Background: an optimization exercise with open tools, aiming at small area and a short achievable clock period. Do not read the settings as production practice.
In this exercise RTL edits were held to simulation tests only and were not proved equivalent to the original.
Power figures rest on the tool's default switching activity, not on a simulated workload.

Setup of run 2:
// eth_stream_top
module eth_stream_top (
	input logic clk_125,
	input logic rst_crc,
	input logic spi_sclk,
	input logic spi_mosi,
	input logic spi_cs_n,
	input logic [31:0] ch0_data,
	input logic ch0_wr,
	input logic [31:0] ch1_data,
	input logic ch1_wr,
	input logic [15:0] numb_inter,
	input logic time_clr,
	input logic tx_rdy,
	output logic [31:0] tx_data,
	output logic tx_sop,
	output logic tx_eop,
	output logic tx_wren
);
clock: 8.0 ns
lec_check: 0
cap_margin: 20
core_margin: 2
core_utilization: 55
cts_cluster_diameter: 80
cts_cluster_size: 30
place_density: 0.68
setup_slack_margin: 4.5
slew_margin: 20
run.sh (not shown) runs the stock make flow with config.mk's settings and CLKGATE_MAP_FILE= SYNTH_SCRIPT=/design/flow/synth_recipe.tcl, a recipe that flattens the netlist after the stock synthesis.
Run 2 | status: complete | timing, DRC, antenna: pass
The inputs of run 5 differ from those of run 2 as listed below.
Settings: CORE_UTILIZATION now 40, was 55; PLACE_DENSITY no longer set, was 0.68; SETUP_SLACK_MARGIN now 4.4, was 4.5.
Notes after the runs:
Run 5 has completed all stages; timing, DRC and antenna checks passed.
The count of plain and timing-repair buffers in run 2 is 0.946 times that in run 5.
Relative to run 2, run 5 degrades reg2reg setup slack.
Run 2 -> run 5: routed wire length increased by a few percent
Higher power among run 2 and run 5: run 5
Comparing run 2 and run 5, number of fill cells in the layout is lower on run 2.
Against run 2, global-route wire length before repair in run 5 came out worse.

---

Another version of the RTL of eth_stream_top (not shown whole).
For scale: ~8,700 cells after synthesis, ~5,900 flip-flops, about 120 I/O pins.
export LEC_CHECK = 0
export CAP_MARGIN = 20
export CORE_MARGIN = 2
export CORE_UTILIZATION = 55
export CTS_CLUSTER_DIAMETER = 80
export CTS_CLUSTER_SIZE = 30
export PLACE_DENSITY = 0.68
export SETUP_SLACK_MARGIN = 4.6
export SLEW_MARGIN = 20
create_clock -name core_clock -period 8.0 [get_ports {clk_125}]
The baseline finished clean.
Then changed:
- SETUP_SLACK_MARGIN: 4.6 -> 4.5
Outcome: The new run completed without violations; synthesized area stays the same; worst setup slack is worse by 0.071 ns; final area barely changes.

---

Another version of the RTL of eth_stream_top (not shown whole).
Size: ~8800 cells after synthesis, roughly 5900 flip-flops, roughly 190000 um2 of cells after synthesis.
Design eth_stream_top, start of the top module:
module eth_stream_top (
	input logic clk_125,
	input logic rst_crc,
	input logic spi_sclk,
	input logic spi_mosi,
	input logic spi_cs_n,
	input logic [31:0] ch0_data,
	input logic ch0_wr,
	input logic [31:0] ch1_data,
	input logic ch1_wr,
	input logic [15:0] numb_inter,
	input logic time_clr,
	input logic tx_rdy,
	output logic [31:0] tx_data,
	output logic tx_sop,
	output logic tx_eop,
	output logic tx_wren
);
export LEC_CHECK = 0
export CAP_MARGIN = 20
export CORE_MARGIN = 2
export CORE_UTILIZATION = 55
export CTS_CLUSTER_DIAMETER = 80
export CTS_CLUSTER_SIZE = 30
export PLACE_DENSITY = 0.68
export SETUP_SLACK_MARGIN = 4.45
export SLEW_MARGIN = 20
create_clock -name core_clock -period 8.0 [get_ports {clk_125}]
The first run completed without violations.
Change:
- SETUP_SLACK_MARGIN: 4.45 -> 4.5
What happened: Power hardly moves. Critical path depth stays the same. Wire length goes up by 1.4%. Design area stays flat. Via count came out higher by 0.41%. Cell count stays flat. Clock-buffer cell count is unchanged. Global-route usage grows by 0.19 points. Fmax falls by 1.1%. Clock skew drops by 0.0060 ns.

---

Setup of maple:
Another version of the RTL of eth_stream_top (not shown whole).
For scale: about 5900 flip-flops, roughly 120 I/O pins, roughly 0.19 mm2 of cells after synthesis.
export LEC_CHECK = 0
export CAP_MARGIN = 20
export CORE_MARGIN = 2
export CORE_UTILIZATION = 62
export CTS_CLUSTER_DIAMETER = 80
export CTS_CLUSTER_SIZE = 30
export PLACE_DENSITY = 0.74
export SETUP_SLACK_MARGIN = 4.6
export SLEW_MARGIN = 20
create_clock -name core_clock -period 8.0 [get_ports {clk_125}]
maple completed end to end with timing, DRC and antenna clean.
The following lists how willow was set up differently from maple:
Settings: CORE_UTILIZATION changed from 62 to 55; SETUP_SLACK_MARGIN changed from 4.6 to 4.5; PLACE_DENSITY changed from 0.74 to 0.68.
==> run summary <==
Going from maple to willow, HPWL after detailed placement dropped 2.2%; number of setup buffers added after CTS saw a decrease; clock network area share ~0 delta; sequential share of layout area shrank by 0.18 points; met1 layer usage reported by global route -4.8 points.
Die area up about 13% in willow wrt maple
willow and maple ended up with roughly the same combinational share of power.
Going from maple to willow, total routed wirelength shrank by a few percent.
On worst-path maximum fanout: willow sits above maple.

port drivers added, routing unchanged:
No port has a modelled driver above. Below, the same layouts with a new extraction and two added sets of constraints. Step 1 sets driving cells, clkbuf_16 on the clock port and buf_2 on the other inputs (assumed; they add their load-dependent delay and slew). Step 2, shift: input delay + t, output delay - t, t = (earliest + latest rising clock arrival at the registers) / 2. This alone moves slack from input paths to output paths. a / b / c = ideal ports / drivers / drivers and shift; a / b = the first two.
| run | shift t [ns] | setup slack, ns | latest minus earliest clock arrival (ns) | worst slew at a driven data input, ns |
|---|---|---|---|---|
| run 2 | 1.046 | 4.425 / 4.389 / 3.690 | 0.088 / 0.088 | 0.07 |
| run 5 | 1.062 | 4.393 / 4.334 / 3.503 | 0.089 / 0.089 | 0.09 |
| the first run of note 2 | 1.048 | 4.470 / 4.429 / 3.690 | 0.083 / 0.084 | 0.07 |
| the second run of note 2 | 1.046 | 4.398 / 4.377 / 3.606 | 0.079 / 0.080 | 0.07 |
| the first run of note 3 | 1.037 | 4.440 / 4.419 / 3.497 | 0.101 / 0.102 | 0.05 |
| the second run of note 3 | 1.030 | 4.401 / 4.401 / 3.521 | 0.096 / 0.096 | 0.06 |
| maple | 1.042 | 4.452 / 4.432 / 3.723 | 0.093 / 0.094 | 0.06 |
| willow | 1.056 | 4.465 / 4.428 / 3.662 | 0.080 / 0.080 | 0.07 |
After both steps setup and hold are still met in every run listed. For the first run of note 3, which loses most, drivers alone change the setup slack by -0.021 ns; drivers and shift together by -0.943 ns.
